Source: an optimization exercise on an open RTL-to-GDS flow (aim: small area). Production flows keep margins and buffers that such runs may drop. In this exercise RTL edits were held to simulation tests only and were not proved equivalent to the original. No activity file was given, so power comes from the tool's default toggle rates.

==> branch delta <==
==> flow/design.v <==
`default_nettype none
package wdata_arb_pkg;
    typedef logic [6-1:0]      wid_t;
    typedef logic [32-1:0]    wdata_t;
    typedef logic [4-1:0]    wstrb_t;
    typedef logic [8-1:0]     wlen_t;
    typedef logic [4-1:0] src_idx_t;
    typedef logic [9-1:0]   src_mask_t;
    typedef logic [3-1:0]  slot_mask_t;
    typedef enum logic [0:0] {
        ARB_FREE,
        ARB_HELD
    } arb_state_t;
endpackage
`default_nettype wire
`default_nettype none
module slot_tracker (
    input  logic                                     clk,
    input  logic                                     rst_n,
    input  logic                                     slot_valid,
    input  wdata_arb_pkg::wid_t                      slot_id,
    input  wdata_arb_pkg::wlen_t                     slot_wlen,
    input  logic [9*6-1:0]      src_wid,
    input  wdata_arb_pkg::src_mask_t                 src_valid,
    output wdata_arb_pkg::src_mask_t                 slot_match,
    output logic                                     slot_req,
    output logic                                     slot_cnt_zero,
    input  logic                                     slot_accept
);
    logic                 valid_q;
    logic                 valid_rise;
    wdata_arb_pkg::wlen_t beat_cnt;
    wdata_arb_pkg::wlen_t beat_cnt_eff;
    always_comb begin
        for (int i = 0; i < 9; i++) begin
            slot_match[i] = slot_valid && src_valid[i] && (src_wid[i*6 +: 6] == slot_id);
        end
    end
    assign slot_req = |slot_match;
    always_ff @(posedge clk or negedge rst_n) begin
        if (!rst_n) begin
            valid_q <= 1'b0;
        end else begin
            valid_q <= slot_valid;
        end
    end
    assign valid_rise    = slot_valid && !valid_q;
    assign beat_cnt_eff  = valid_rise ? slot_wlen : beat_cnt;
    assign slot_cnt_zero = (beat_cnt_eff == '0);
    always_ff @(posedge clk) begin
        if (slot_accept && !slot_cnt_zero) begin
            beat_cnt <= beat_cnt_eff - wdata_arb_pkg::wlen_t'(1);
        end else begin
            beat_cnt <= beat_cnt_eff;
        end
    end
endmodule
`default_nettype wire
`default_nettype none
module rr_slot_arbiter (
    input  logic                      clk,
    input  logic                      rst_n,
    input  wdata_arb_pkg::slot_mask_t req,
    input  logic                      m_ready,
    output wdata_arb_pkg::slot_mask_t grant
);
    logic       held;
    logic [1:0] last;
    wdata_arb_pkg::slot_mask_t grant_free;
    wdata_arb_pkg::slot_mask_t grant_held;
    logic [1:0] grant_idx;
    always_comb begin
        case (last)
            2'd0:    grant_free = req[1] ? 3'b010 : req[2] ? 3'b100 : req[0] ? 3'b001 : 3'b000;
            2'd1:    grant_free = req[2] ? 3'b100 : req[0] ? 3'b001 : req[1] ? 3'b010 : 3'b000;
            default: grant_free = req[0] ? 3'b001 : req[1] ? 3'b010 : req[2] ? 3'b100 : 3'b000;
        endcase
    end
    assign grant_held = {last == 2'd2, last == 2'd1, last == 2'd0};
    assign grant      = held ? grant_held : grant_free;
    assign grant_idx  = {grant[2], grant[1]};
    always_ff @(posedge clk or negedge rst_n) begin
        if (!rst_n) begin
            held <= 1'b0;
            last <= 2'd2;
        end else begin
            held <= (|grant) && !m_ready;
            if (|grant) begin
                last <= grant_idx;
            end
        end
    end
endmodule
`default_nettype wire
`default_nettype none
module w_output_stage (
    input  wdata_arb_pkg::slot_mask_t                 grant,
    input  logic                                      m_ready,
    input  logic [3*9-1:0]   s_match,
    input  logic [3*6-1:0]      s_id,
    input  wdata_arb_pkg::slot_mask_t                 s_cnt_zero,
    input  logic [9*6-1:0]       src_wid,
    input  logic [9*32-1:0]     src_wdata,
    input  logic [9*4-1:0]     src_wstrb,
    input  wdata_arb_pkg::src_mask_t                  src_wlast,
    output wdata_arb_pkg::slot_mask_t                 s_accept,
    output wdata_arb_pkg::wid_t                       m_wid,
    output wdata_arb_pkg::wdata_t                     m_wdata,
    output wdata_arb_pkg::wstrb_t                     m_wstrb,
    output logic                                      m_wlast,
    output logic                                      m_valid,
    output wdata_arb_pkg::src_mask_t                  src_ready
);
    wdata_arb_pkg::src_mask_t gm;       
    wdata_arb_pkg::src_mask_t sel;      
    logic                     any_gm;
    assign s_accept = grant & {3{m_ready}};
    assign m_valid  = |grant;
    always_comb begin
        for (int i = 0; i < 9; i++) begin
            gm[i] = 1'b0;
            for (int s = 0; s < 3; s++) begin
                gm[i] = gm[i] | (grant[s] & s_match[s*9 + i]);
            end
        end
    end
    assign any_gm = |gm;
    always_comb begin
        logic below;
        below  = gm[0];
        sel[0] = gm[0] | !any_gm;
        for (int i = 1; i < 9; i++) begin
            sel[i] = gm[i] & !below;
            below  = below | gm[i];
        end
    end
    always_comb begin
        m_wdata = '0;
        m_wstrb = '0;
        m_wlast = 1'b0;
        for (int i = 0; i < 9; i++) begin
            m_wdata = m_wdata | ({32{sel[i]}} & src_wdata[i*32 +: 32]);
            m_wstrb = m_wstrb | ({4{sel[i]}} & src_wstrb[i*4 +: 4]);
            m_wlast = m_wlast | (sel[i] & src_wlast[i]);
        end
        m_wid = any_gm ? '0 : src_wid[0 +: 6];
        for (int s = 0; s < 3; s++) begin
            m_wid   = m_wid | ({6{grant[s] & any_gm}} & s_id[s*6 +: 6]);
            m_wlast = m_wlast | (grant[s] & s_cnt_zero[s]);
        end
    end
    assign src_ready = sel & {9{m_ready & m_valid}};
endmodule
`default_nettype wire
`default_nettype none
module wdata_arbiter_top (
    input  logic                                   clk,
    input  logic                                   rst_n,
    input  logic [9*6-1:0]    src_wid,
    input  logic [9*32-1:0]  src_wdata,
    input  logic [9*4-1:0]  src_wstrb,
    input  logic [9-1:0]               src_wlast,
    input  logic [9-1:0]               src_valid,
    output logic [9-1:0]               src_ready,
    input  logic [3-1:0]              slot_valid,
    input  logic [3*6-1:0]   slot_id,
    input  logic [3*8-1:0]  slot_wlen,
    output logic [6-1:0]                  m_wid,
    output logic [32-1:0]                m_wdata,
    output logic [4-1:0]                m_wstrb,
    output logic                                   m_wlast,
    output logic                                   m_valid,
    input  logic                                   m_ready
);
    wdata_arb_pkg::slot_mask_t slot_req;
    wdata_arb_pkg::slot_mask_t grant;
    wdata_arb_pkg::slot_mask_t slot_accept;
    wdata_arb_pkg::slot_mask_t slot_cnt_zero;
    logic [3*9-1:0] slot_match;
    for (genvar g = 0; g < 3; g++) begin : g_slot
        slot_tracker i_tracker (
            .clk           (clk),
            .rst_n         (rst_n),
            .slot_valid    (slot_valid[g]),
            .slot_id       (slot_id[g*6 +: 6]),
            .slot_wlen     (slot_wlen[g*8 +: 8]),
            .src_wid       (src_wid),
            .src_valid     (src_valid),
            .slot_match    (slot_match[g*9 +: 9]),
            .slot_req      (slot_req[g]),
            .slot_cnt_zero (slot_cnt_zero[g]),
            .slot_accept   (slot_accept[g])
        );
    end
    rr_slot_arbiter i_arbiter (
        .clk     (clk),
        .rst_n   (rst_n),
        .req     (slot_req),
        .m_ready (m_ready),
        .grant   (grant)
    );
    w_output_stage i_output (
        .grant      (grant),
        .m_ready    (m_ready),
        .s_match    (slot_match),
        .s_id       (slot_id),
        .s_cnt_zero (slot_cnt_zero),
        .src_wid    (src_wid),
        .src_wdata  (src_wdata),
        .src_wstrb  (src_wstrb),
        .src_wlast  (src_wlast),
        .s_accept   (slot_accept),
        .m_wid      (m_wid),
        .m_wdata    (m_wdata),
        .m_wstrb    (m_wstrb),
        .m_wlast    (m_wlast),
        .m_valid    (m_valid),
        .src_ready  (src_ready)
    );
endmodule
`default_nettype wire
==> flow/flow/run.sh <==
#!/bin/bash
# standard layout, with the smallest buffer on every port instead of the resizer's default choice,
# and pins allowed on every routing track so that a small die still holds all of them
set -euo pipefail
bash standard.sh \
  BUFFER_PORTS_ARGS="-buffer_cell sky130_fd_sc_hd__buf_1" \
  PLACE_PINS_ARGS="-min_distance 1 -min_distance_in_tracks" \
  finish > standard_flow.log 2>&1
==> flow/standard.sh <==
#!/bin/bash
# synth_recipe.tcl (not shown) runs the flow's synth.tcl, then flattens the netlist and writes it again
# the make line also repeats each setting of config.mk as NAME=value (left out here)
make -C /OpenROAD-flow-scripts/flow DESIGN_CONFIG=/design/flow/config.mk WORK_HOME=/design/flow/orfs CLKGATE_MAP_FILE= SYNTH_SCRIPT=/design/flow/synth_recipe.tcl "${@:-finish}"
==> flow/config.mk <==
export PLATFORM = sky130hd
export DESIGN_NAME = wdata_arbiter_top
export DESIGN_NICKNAME = wdata_arbiter_top
export VERILOG_FILES = /design/flow/design.v
export SDC_FILE = /design/flow/constraint.sdc
export NUM_CORES = 4
export LEC_CHECK = 0
export CAP_MARGIN = 20
export CORE_AREA = 2 2 118 118
export DIE_AREA = 0 0 120 120
export PLACE_DENSITY = 0.75
export SLEW_MARGIN = 20
==> flow/constraint.sdc <==
create_clock -name core_clock -period 10.0 [get_ports {clk}]
set_input_delay 2.0000 -clock core_clock [delete_from_list [all_inputs] [get_ports {clk}]]
set_output_delay 2.0000 -clock core_clock [all_outputs]
set_load 0.01 [all_outputs]
==> branch quartz (differences from branch delta) <==
- CORE_AREA: 2 2 118 118 -> 2 2 128 128
- DIE_AREA: 0 0 120 120 -> 0 0 130 130
- PLACE_DENSITY: 0.75 -> 0.7
==> branch juniper (differences from branch delta) <==
==> flow/run.sh (new file) <==
#!/bin/bash
# synth_recipe.tcl (not shown) runs the flow's synth.tcl, then flattens the netlist and writes it again
# the make line also repeats each setting of config.mk as NAME=value (left out here)
make -C /OpenROAD-flow-scripts/flow DESIGN_CONFIG=/design/flow/config.mk WORK_HOME=/design/flow/orfs CLKGATE_MAP_FILE= SYNTH_SCRIPT=/design/flow/synth_recipe.tcl finish
- CORE_AREA: 2 2 118 118 -> 10 10 270 270
- DIE_AREA: 0 0 120 120 -> 0 0 280 280
- PLACE_DENSITY: 0.75 -> 0.6
removed: flow/flow/run.sh
removed: flow/standard.sh
==> run notes <==
* Run status: stopped before the end
* Tool error: [ERROR GRT-0116] Global routing finished with congestion. Check the congestion regions in the DRC Viewer.
- Global routing used 48.1% of the available tracks.
* Die Y-Extent: 120 µm
- Stopping stage: global routing (5_1_grt)
- Final HPWL DP: 26.9 mm
- GRT met3 Usage: 20.8%
the above is filed under branch delta

==> run notes <==
* Final design utilization: 19.9%
- The group that draws the most power in this run is combinational logic.
- Run status: finished clean
- On the final layout, the worst hold slack is 0.560 ns.
* Die Y-Extent: 280 µm
* Kind of critical path: primary input to primary output
- Leaving out the clock tree, the finished layout contains a buffer count of 531.
- For this run, global-route usage on met3 was measured as 2.69%.
- For this block, wires on met1 add up to 22.3 mm.
- For this run, the total global-route usage over all layers was measured as 12.6%.
the above is filed under branch juniper

==> run notes <==
* Run status: finished clean
- Critical Path Most Common Cell: sky130_fd_sc_hd__buf_1
- Global routing used 13.0% of the available met3 tracks.
- Dividing the detail-routed wire length by the instance count gives 20.4 µm.
- Die Y-Extent: 130 µm
* Final HPWL DP: 25.8 mm
- In this run the post-CTS setup repair buffer count came out at 0.
- Top post-synthesis cells by count: sky130_fd_sc_hd__xor2_1 (103), sky130_fd_sc_hd__xnor2_1 (83), sky130_fd_sc_hd__nand2_1 (80)
* Total global routing track utilization: 36.2%
- Number of nets still failing antenna checks after routing: 0
- After layout, the clock buffer instance count stands at 8.
the above is filed under branch quartz

## afterwards: timing with drivers on the ports
The flow's constraints put no driver on any port. The routed layouts listed below were extracted and timed again, unchanged, in two steps.
Step 1, drivers: a clkbuf_16 drives clk and a buf_2 each remaining input, both assumed.
Step 2, shift: input delay + t, output delay - t, t = (earliest + latest rising clock arrival at the registers) / 2. This alone moves slack from input paths to output paths.
Three values: ideal, step 1, step 2; two values: the first two.
run	t, ns	setup slack, ns	worst register clock-pin slew, ns	worst data-port slew with drivers (ns)	cell pins on the clock port's net
branch quartz	0.301	0.743 / 0.719 / 0.719	0.05 / 0.05	0.13	1
branch juniper	0.307	0.352 / 0.314 / 0.314	0.06 / 0.06	0.10	1
After both steps every run listed still meets setup and hold. The setup slack of branch juniper, which loses most, moves by -0.038 ns with the drivers and by -0.038 ns with both steps.
